What follows belongs to an exercise in optimizing a design on an open flow for small area; a production flow would make more cautious choices.
Where RTL was checked, it was by simulation tests only, not by an equivalence proof against the original.
Power is estimated from default activity; no workload was simulated.

==> v9 <==
## mips_regfile_wr
module mips_regfile_wr #(
  parameter int DATA_W = mips_pkg::DATA_W,
  parameter int ADDR_W = mips_pkg::ADDR_W,
  parameter int BYPASS = 1
) (
  input  logic              clk,
  input  logic              rst_n,
  input  logic              wr,
  input  logic [ADDR_W-1:0] wr_addr,
  input  logic [DATA_W-1:0] wr_data,
  input  logic [ADDR_W-1:0] rd1_addr,
  output logic [DATA_W-1:0] rd1_data,
  input  logic [ADDR_W-1:0] rd2_addr,
  output logic [DATA_W-1:0] rd2_data,
  output logic              wr_ack,
  output logic [ADDR_W-1:0] wr_ack_addr,
  output logic [15:0]       wr_cnt
);
  localparam int NREG = 2 ** ADDR_W;
  wire  [NREG*DATA_W-1:0] regs;
  wire  [NREG-1:0]        valid;
  wire  [NREG-1:0]        wen_n;     
  logic                   commit;
  assign commit = wr && (wr_addr != '0);
  assign regs[DATA_W-1:0] = '0;
  assign valid[0]         = 1'b0;
  assign wen_n[0]         = 1'b1;
  for (genvar i = 1; i < NREG; i++) begin : g_row
    logic              we;
    logic [DATA_W-1:0] q;
    logic              v;
    assign we = wr && (wr_addr == i);
    logic              we_n;
    logic [DATA_W-1:0] q_nxt;
    assign we_n = ~we;
    for (genvar b = 0; b < DATA_W; b++) begin : g_bit
      regfile_hold u_hold (
        .we  (we),
        .we_n(we_n),
        .d   (wr_data[b]),
        .q   (q[b]),
        .nxt (q_nxt[b])
      );
    end
    always_ff @(posedge clk) begin
      q <= q_nxt;
    end
    always_ff @(posedge clk or negedge rst_n) begin
      if (!rst_n)
        v <= 1'b0;
      else if (we)
        v <= 1'b1;
    end
    assign regs[i*DATA_W +: DATA_W] = q;
    assign valid[i]                 = v;
    assign wen_n[i]                 = we_n;
  end
  always_ff @(posedge clk or negedge rst_n) begin
    if (!rst_n) begin
      wr_ack      <= 1'b0;
      wr_ack_addr <= '0;
  ...
==> module regfile_rd_port, before the edit <==
module regfile_rd_port #(
  parameter int DATA_W = mips_pkg::DATA_W,
  parameter int ADDR_W = mips_pkg::ADDR_W,
  parameter int BYPASS = 1
) (
  input  logic [ADDR_W-1:0] addr,
  input  logic [(2**ADDR_W)*DATA_W-1:0] regs,
  input  logic [2**ADDR_W-1:0] valid,
  input  logic [2**ADDR_W-1:0] we_n,
  input  logic              wr_en,
  input  logic [ADDR_W-1:0] wr_addr,
  input  logic [DATA_W-1:0] wr_data,
  output logic [DATA_W-1:0] data
);
  localparam int NREG = 2 ** ADDR_W;
  logic hit;
  logic [NREG-1:0] sel;
  assign hit = (BYPASS != 0) && wr_en && (addr == wr_addr);
  logic [3:0] hi;
  logic [7:0] lo;
  for (genvar j = 0; j < 4; j++) begin : g_hi
    assign hi[j] = (addr[4:3] == j);
  end
  for (genvar k = 0; k < 8; k++) begin : g_lo
    assign lo[k] = (addr[2:0] == k);
  end
  assign sel[0] = hit;
  for (genvar i = 1; i < NREG; i++) begin : g_sel
    regfile_and4 u_sel (.a({hi[i/8], lo[i%8], valid[i], we_n[i]}), .y(sel[i]));
  end
  for (genvar b = 0; b < DATA_W; b++) begin : g_bit
    logic [NREG-1:0] col;
    assign col[0] = wr_data[b];
    for (genvar i = 1; i < NREG; i++) begin : g_col
      assign col[i] = regs[i*DATA_W + b];
    end
    regfile_rd_bit u_bit (.d(col), .sel(sel), .q(data[b]));
  end
endmodule
==> module regfile_and4, before the edit <==
module regfile_and4 (
  input  logic [3:0] a,
  output logic       y
);
  assign y = &a;
endmodule
==> module mips_regfile_wr, before the edit <==
module mips_regfile_wr #(
  parameter int DATA_W = mips_pkg::DATA_W,
  parameter int ADDR_W = mips_pkg::ADDR_W,
  parameter int BYPASS = 1
) (
  input  logic              clk,
  input  logic              rst_n,
  input  logic              wr,
  input  logic [ADDR_W-1:0] wr_addr,
  input  logic [DATA_W-1:0] wr_data,
  input  logic [ADDR_W-1:0] rd1_addr,
  output logic [DATA_W-1:0] rd1_data,
  input  logic [ADDR_W-1:0] rd2_addr,
  output logic [DATA_W-1:0] rd2_data,
  output logic              wr_ack,
  output logic [ADDR_W-1:0] wr_ack_addr,
  output logic [15:0]       wr_cnt
);
  localparam int NREG = 2 ** ADDR_W;
  wire  [NREG*DATA_W-1:0] regs;
  wire  [NREG-1:0]        valid;
  wire  [NREG-1:0]        wen_n;     
  logic                   commit;
  assign commit = wr && (wr_addr != '0);
  assign regs[DATA_W-1:0] = '0;
  assign valid[0]         = 1'b0;
  assign wen_n[0]         = 1'b1;
  for (genvar i = 1; i < NREG; i++) begin : g_row
    logic              we;
    logic [DATA_W-1:0] q;
    logic              v;
    assign we = wr && (wr_addr == i);
    logic              we_n;
    logic [DATA_W-1:0] q_nxt;
    assign we_n = ~we;
    for (genvar b = 0; b < DATA_W; b++) begin : g_bit
      regfile_hold u_hold (
        .we  (we),
        .we_n(we_n),
        .d   (wr_data[b]),
        .q   (q[b]),
        .nxt (q_nxt[b])
      );
    end
    always_ff @(posedge clk) begin
      q <= q_nxt;
    end
    always_ff @(posedge clk or negedge rst_n) begin
      if (!rst_n)
        v <= 1'b0;
      else if (we)
        v <= 1'b1;
    end
    assign regs[i*DATA_W +: DATA_W] = q;
    assign valid[i]                 = v;
    assign wen_n[i]                 = we_n;
  end
  always_ff @(posedge clk or negedge rst_n) begin
    if (!rst_n) begin
      wr_ack      <= 1'b0;
      wr_ack_addr <= '0;
      wr_cnt      <= '0;
    end else begin
      wr_ack <= commit;
      if (commit) begin
        wr_ack_addr <= wr_addr;
        if (wr_cnt != mips_pkg::CNT_MAX)
          wr_cnt <= wr_cnt + 16'd1;
      end
    end
  end
  regfile_rd_port #(
    .DATA_W(DATA_W),
    .ADDR_W(ADDR_W),
    .BYPASS(BYPASS)
  ) u_rd1 (
    .addr    (rd1_addr),
    .regs    (regs),
    .valid   (valid),
    .we_n    (wen_n),
    .wr_en   (commit),
    .wr_addr (wr_addr),
    .wr_data (wr_data),
    .data    (rd1_data)
  );
  regfile_rd_port #(
    .DATA_W(DATA_W),
    .ADDR_W(ADDR_W),
    .BYPASS(BYPASS)
  ) u_rd2 (
    .addr    (rd2_addr),
    .regs    (regs),
    .valid   (valid),
    .we_n    (wen_n),
    .wr_en   (commit),
    .wr_addr (wr_addr),
    .wr_data (wr_data),
    .data    (rd2_data)
  );
endmodule
==> module regfile_rd_bit, before the edit <==
module regfile_rd_bit (
  input  logic [31:0] d,
  input  logic [31:0] sel,
  output logic        q
);
  logic [9:0] t_n;
  for (genvar k = 0; k < 10; k++) begin : g_aoi
    regfile_aoi222 u_aoi (
      .a  (d[3*k +: 3]),
      .b  (sel[3*k +: 3]),
      .y_n(t_n[k])
    );
  end
  logic [2:0] g;
  regfile_nand4 u_g0 (.a(t_n[3:0]), .y(g[0]));
  regfile_nand4 u_g1 (.a(t_n[7:4]), .y(g[1]));
  regfile_g2    u_g2 (.t_n(t_n[9:8]), .a(d[31:30]), .b(sel[31:30]), .y(g[2]));
  regfile_or3   u_q  (.a(g), .y(q));
endmodule
==> module regfile_aoi222, before the edit <==
module regfile_aoi222 (
  input  logic [2:0] a,
  input  logic [2:0] b,
  output logic       y_n
);
  assign y_n = ~|(a & b);
endmodule
==> module regfile_g2, before the edit <==
module regfile_g2 (
  input  logic [1:0] t_n,
  input  logic [1:0] a,
  input  logic [1:0] b,
  output logic       y
);
  assign y = ~&t_n | (|(a & b));
endmodule
==> module regfile_nand4, before the edit <==
module regfile_nand4 (
  input  logic [3:0] a,
  output logic       y
);
  assign y = ~&a;
endmodule
==> module regfile_or3, before the edit <==
module regfile_or3 (
  input  logic [2:0] a,
  output logic       y
);
  assign y = |a;
endmodule
==> module regfile_hold, before the edit <==
module regfile_hold (
  input  logic we,
  input  logic we_n,
  input  logic d,
  input  logic q,
  output logic nxt
);
  assign nxt = (we & d) | (we_n & q);
endmodule
clock: 8.0 ns
lec_check: 0
cap_margin: 20
core_margin: 2
core_utilization: 45
slew_margin: 20
synth_hierarchical: 1
synth_minimum_keep_size: 0
standard.sh (not shown) runs the stock make flow with config.mk's settings and CLKGATE_MAP_FILE= SYNTH_SCRIPT=/design/flow/synth_recipe.tcl, a recipe that flattens the netlist after the stock synthesis.
==> flow/flow/run.sh <==
#!/bin/bash
# The standard layout (standard.sh, all steps), with two changes passed to
# the ORFS scripts through their own variables:
#  - the port buffers that buffer_ports inserts are buf_2 cells (repair_design
#    still resizes or buffers them where a net needs more drive);
#  - clock tree synthesis inserts no dummy loads.
set -o pipefail
cp standard.sh standard_sh.log
export BUFFER_PORTS_ARGS="-buffer_cell sky130_fd_sc_hd__buf_2"
export CTS_ARGS="-sink_clustering_enable -repair_clock_nets -dont_use_dummy_load -sink_clustering_size 25 -sink_clustering_max_diameter 80"
bash standard.sh > standard.log 2>&1
==> v1: changes against v9 <==
--- a/flow/design.v
+++ b/flow/design.v
@@ -15,7 +15,6 @@
   input  logic [ADDR_W-1:0] addr,
   input  logic [(2**ADDR_W)*DATA_W-1:0] regs,
   input  logic [2**ADDR_W-1:0] valid,
-  input  logic [2**ADDR_W-1:0] we_n,
   input  logic              wr_en,
   input  logic [ADDR_W-1:0] wr_addr,
   input  logic [DATA_W-1:0] wr_data,
@@ -25,17 +24,10 @@
   logic hit;
   logic [NREG-1:0] sel;
   assign hit = (BYPASS != 0) && wr_en && (addr == wr_addr);
-  logic [3:0] hi;
-  logic [7:0] lo;
-  for (genvar j = 0; j < 4; j++) begin : g_hi
-    assign hi[j] = (addr[4:3] == j);
-  end
-  for (genvar k = 0; k < 8; k++) begin : g_lo
-    assign lo[k] = (addr[2:0] == k);
-  end
-  assign sel[0] = hit;
-  for (genvar i = 1; i < NREG; i++) begin : g_sel
-    regfile_and4 u_sel (.a({hi[i/8], lo[i%8], valid[i], we_n[i]}), .y(sel[i]));
+  always_comb begin
+    sel[0] = hit;
+    for (int i = 1; i < NREG; i++)
+      sel[i] = (addr == i) && valid[i] && !hit;
   end
   for (genvar b = 0; b < DATA_W; b++) begin : g_bit
     logic [NREG-1:0] col;
@@ -92,12 +84,6 @@
 );
   assign y = |a;
 endmodule
-module regfile_and4 (
-  input  logic [3:0] a,
-  output logic       y
-);
-  assign y = &a;
-endmodule
 module mips_regfile_wr #(
   parameter int DATA_W = mips_pkg::DATA_W,
   parameter int ADDR_W = mips_pkg::ADDR_W,
@@ -119,12 +105,10 @@
   localparam int NREG = 2 ** ADDR_W;
   wire  [NREG*DATA_W-1:0] regs;
   wire  [NREG-1:0]        valid;
-  wire  [NREG-1:0]        wen_n;     
   logic                   commit;
   assign commit = wr && (wr_addr != '0);
   assign regs[DATA_W-1:0] = '0;
   assign valid[0]         = 1'b0;
-  assign wen_n[0]         = 1'b1;
   for (genvar i = 1; i < NREG; i++) begin : g_row
     logic              we;
     logic [DATA_W-1:0] q;
@@ -153,7 +137,6 @@
     end
     assign regs[i*DATA_W +: DATA_W] = q;
     assign valid[i]                 = v;
-    assign wen_n[i]                 = we_n;
   end
   always_ff @(posedge clk or negedge rst_n) begin
     if (!rst_n) begin
@@ -177,7 +160,6 @@
     .addr    (rd1_addr),
     .regs    (regs),
     .valid   (valid),
-    .we_n    (wen_n),
     .wr_en   (commit),
     .wr_addr (wr_addr),
     .wr_data (wr_data),
@@ -191,7 +173,6 @@
     .addr    (rd2_addr),
     .regs    (regs),
     .valid   (valid),
-    .we_n    (wen_n),
     .wr_en   (commit),
     .wr_addr (wr_addr),
     .wr_data (wr_data),
==> flow/run.sh (new file) <==
#!/bin/bash
# synth_recipe.tcl (not shown) runs the flow's synth.tcl, then flattens the netlist and writes it again
# the make line also repeats each setting of config.mk as NAME=value (left out here)
make -C /OpenROAD-flow-scripts/flow DESIGN_CONFIG=/design/flow/config.mk WORK_HOME=/design/flow/orfs CLKGATE_MAP_FILE= SYNTH_SCRIPT=/design/flow/synth_recipe.tcl finish
Settings changed: CORE_UTILIZATION 45 to 50, GPL_TIMING_DRIVEN set to 0.
removed: flow/flow/run.sh
removed: flow/standard.sh
==> v29: changes against v9 <==
==> flow/design.v (replaced) <==
package mips_pkg;
  localparam int DATA_W = 32;
  localparam int ADDR_W = 5;
  localparam int CNT_W  = 16;
  localparam logic [CNT_W-1:0] CNT_MAX = 16'hFFFF;
  localparam logic [4:0] REG_ZERO = 5'd0;
  localparam logic [4:0] REG_SP   = 5'd29;
  localparam logic [4:0] REG_RA   = 5'd31;
endpackage
module regfile_rd_port #(
  parameter int DATA_W = mips_pkg::DATA_W,
  parameter int ADDR_W = mips_pkg::ADDR_W,
  parameter int BYPASS = 1
) (
  input  logic [ADDR_W-1:0] addr,
  input  logic [DATA_W-1:0] stored,
  input  logic              wr_en,
  input  logic [ADDR_W-1:0] wr_addr,
  input  logic [DATA_W-1:0] wr_data,
  output logic [DATA_W-1:0] data
);
  logic hit;
  assign hit = (BYPASS != 0) && wr_en
            && (addr == wr_addr);
  always_comb begin
    data = stored;
    if (hit)
      data = wr_data;
    if (addr == '0)
      data = '0;
  end
endmodule
module mips_regfile_wr #(
  parameter int DATA_W = mips_pkg::DATA_W,
  parameter int ADDR_W = mips_pkg::ADDR_W,
  parameter int BYPASS = 1
) (
  input  logic              clk,
  input  logic              rst_n,
  input  logic              wr,
  input  logic [ADDR_W-1:0] wr_addr,
  input  logic [DATA_W-1:0] wr_data,
  input  logic [ADDR_W-1:0] rd1_addr,
  output logic [DATA_W-1:0] rd1_data,
  input  logic [ADDR_W-1:0] rd2_addr,
  output logic [DATA_W-1:0] rd2_data,
  output logic              wr_ack,
  output logic [ADDR_W-1:0] wr_ack_addr,
  output logic [15:0]       wr_cnt
);
  localparam int NREG = 2 ** ADDR_W;
  logic [DATA_W-1:0] regs [NREG];
  logic              commit;
  assign commit = wr && (wr_addr != '0);
  always_ff @(posedge clk or negedge rst_n) begin
    if (!rst_n) begin
      for (int i = 0; i < NREG; i++)
        regs[i] <= '0;
    end else if (commit) begin
      regs[wr_addr] <= wr_data;
    end
  end
  always_ff @(posedge clk or negedge rst_n) begin
    if (!rst_n) begin
      wr_ack      <= 1'b0;
      wr_ack_addr <= '0;
      wr_cnt      <= '0;
    end else begin
      wr_ack <= commit;
      if (commit) begin
        wr_ack_addr <= wr_addr;
        if (wr_cnt != mips_pkg::CNT_MAX)
          wr_cnt <= wr_cnt + 16'd1;
      end
    end
  end
  regfile_rd_port #(
    .DATA_W(DATA_W),
    .ADDR_W(ADDR_W),
    .BYPASS(BYPASS)
  ) u_rd1 (
    .addr    (rd1_addr),
    .stored  (regs[rd1_addr]),
    .wr_en   (commit),
    .wr_addr (wr_addr),
    .wr_data (wr_data),
    .data    (rd1_data)
  );
  regfile_rd_port #(
    .DATA_W(DATA_W),
    .ADDR_W(ADDR_W),
    .BYPASS(BYPASS)
  ) u_rd2 (
    .addr    (rd2_addr),
    .stored  (regs[rd2_addr]),
    .wr_en   (commit),
    .wr_addr (wr_addr),
    .wr_data (wr_data),
    .data    (rd2_data)
  );
endmodule
==> flow/run.sh (new file) <==
#!/bin/bash
# synth_recipe.tcl (not shown) runs the flow's synth.tcl, then flattens the netlist and writes it again
# the make line also repeats each setting of config.mk as NAME=value (left out here)
make -C /OpenROAD-flow-scripts/flow DESIGN_CONFIG=/design/flow/config.mk WORK_HOME=/design/flow/orfs CLKGATE_MAP_FILE= SYNTH_SCRIPT=/design/flow/synth_recipe.tcl finish
Settings changed: CORE_UTILIZATION 45 to 30, SYNTH_HIERARCHICAL 1 to not set, SYNTH_MINIMUM_KEEP_SIZE 0 to not set.
removed: flow/flow/run.sh
removed: flow/standard.sh
==> notes.md <==
v1 finished but fails on setup timing. v9 ran to the end with no violations. v29 finished with timing, DRC and antenna clean. Core utilization: v1 > v9 > v29. In v1 the clock-buffer cell count is higher than in v9, by 115. Of v29 and v1, v29 has the higher clock power (gap about 8%, measured against v1). Between v9 and v1, the lower non-clock buffer count is in v9 (gap 52). The highest routed wire length belongs to v29, the lowest to v9. Cell area: v9 < v1 < v29. Maximum frequency: v1 < v29 < v9. Sequential cell count is the same in v9 and v1. The highest cell count belongs to v29, the lowest to v9. Combinational power, highest first: v29, v1, v9.
==> figures <==
|  | v1 | v9 | v29 |
|---|---|---|---|
| Area used by sequential logic in the layout | 21,200 um2 | 21,200 um2 | 25,400 um2 |
| Area of the die | 83,600 um2 | 91,900 um2 | 178,000 um2 |
| Warning count from the yosys run | 8 | 7 | 4 |
| Net Switching | 3.96 mW | 3.35 mW | 4.62 mW |
| # fillers | 5,941 | 7,674 | 17,200 |
| Count of mapped cells out of synthesis | 3,390 | 3,300 | 4,600 |
| Setup repair after global routing missed its margin | - | false | false |
| IR drop worst, VDD | 0.208 mV | 0.171 mV | 0.196 mV |
| Run status | finished with violations | no timing/DRC/antenna violations | no timing/DRC/antenna violations |
| Reasons for failing layout checks | setup timing | - | - |
| Die height | 289 um | 303 um | 421 um |
| GR Util met1 | 57.7% | 54.2% | 39.1% |
| Pwr/cell area | 275 nW/um2 | 258 nW/um2 | 247 nW/um2 |
| Critical R2R Capture | wr_cnt[14]$_DFFE_PN0P_ | wr_cnt[14]$_DFFE_PN0P_ | wr_cnt[7]$_DFFE_PN0P_ |
| Fraction of final layout cells sized beyond drive strength 1 | 14.4% | 10.7% | 34.5% |
| Total Power | 14.2 mW | 11.5 mW | 15.3 mW |
| Wire length per cell | 41.9 um | 41.6 um | 40.8 um |
| Tap cell count | 1,060 | 1,165 | 2,325 |
| Multi-input gate share of total cell area | 38.7% | 42.4% | 41.4% |
| Net Sw Frac | 27.9% | 29.0% | 30.3% |
| Clk sink count | 1,045 | 1,045 | 1,014 |
| Cell total after placement | 4,738 | 4,724 | 6,876 |
| Diode insertion count for antenna repair | 9 | 9 | 29 |
Only the layout flow was run in v29; the RTL was not checked for function there.

what the ideal ports hide:
The flow's constraints put no driver on any port. The routed layouts listed below were extracted and timed again, unchanged, in two steps. Step 1 (the two cells are an assumption about what drives the block):
set clk [get_ports {clk}]
set_driving_cell -lib_cell sky130_fd_sc_hd__clkbuf_16 $clk
set_driving_cell -lib_cell sky130_fd_sc_hd__buf_2 [delete_from_list [all_inputs] $clk]
Step 2 also shifts input and output timing later by t, the mid clock arrival at the registers, as if the neighbouring blocks saw the same clock. Three values: ideal, step 1, step 2; two values: the first two.
| run | t (ns) | setup WS [ns] | hold slack, ns | worst setup path after step 2 |
|---|---|---|---|---|
| v9 | 0.720 | 0.985 / 0.953 / 0.953 | 0.480 / 0.480 / 0.480 | input to output |
| v1 | 0.772 | -0.108 / -0.142 / -0.142 | 0.498 / 0.498 / 0.498 | input to output |
| v29 | 0.855 | 0.215 / 0.170 / 0.170 | 0.477 / 0.477 / 0.477 | input to output |
The setup slack of v29, which loses most, moves by -0.045 ns with the drivers and by -0.045 ns with both steps.
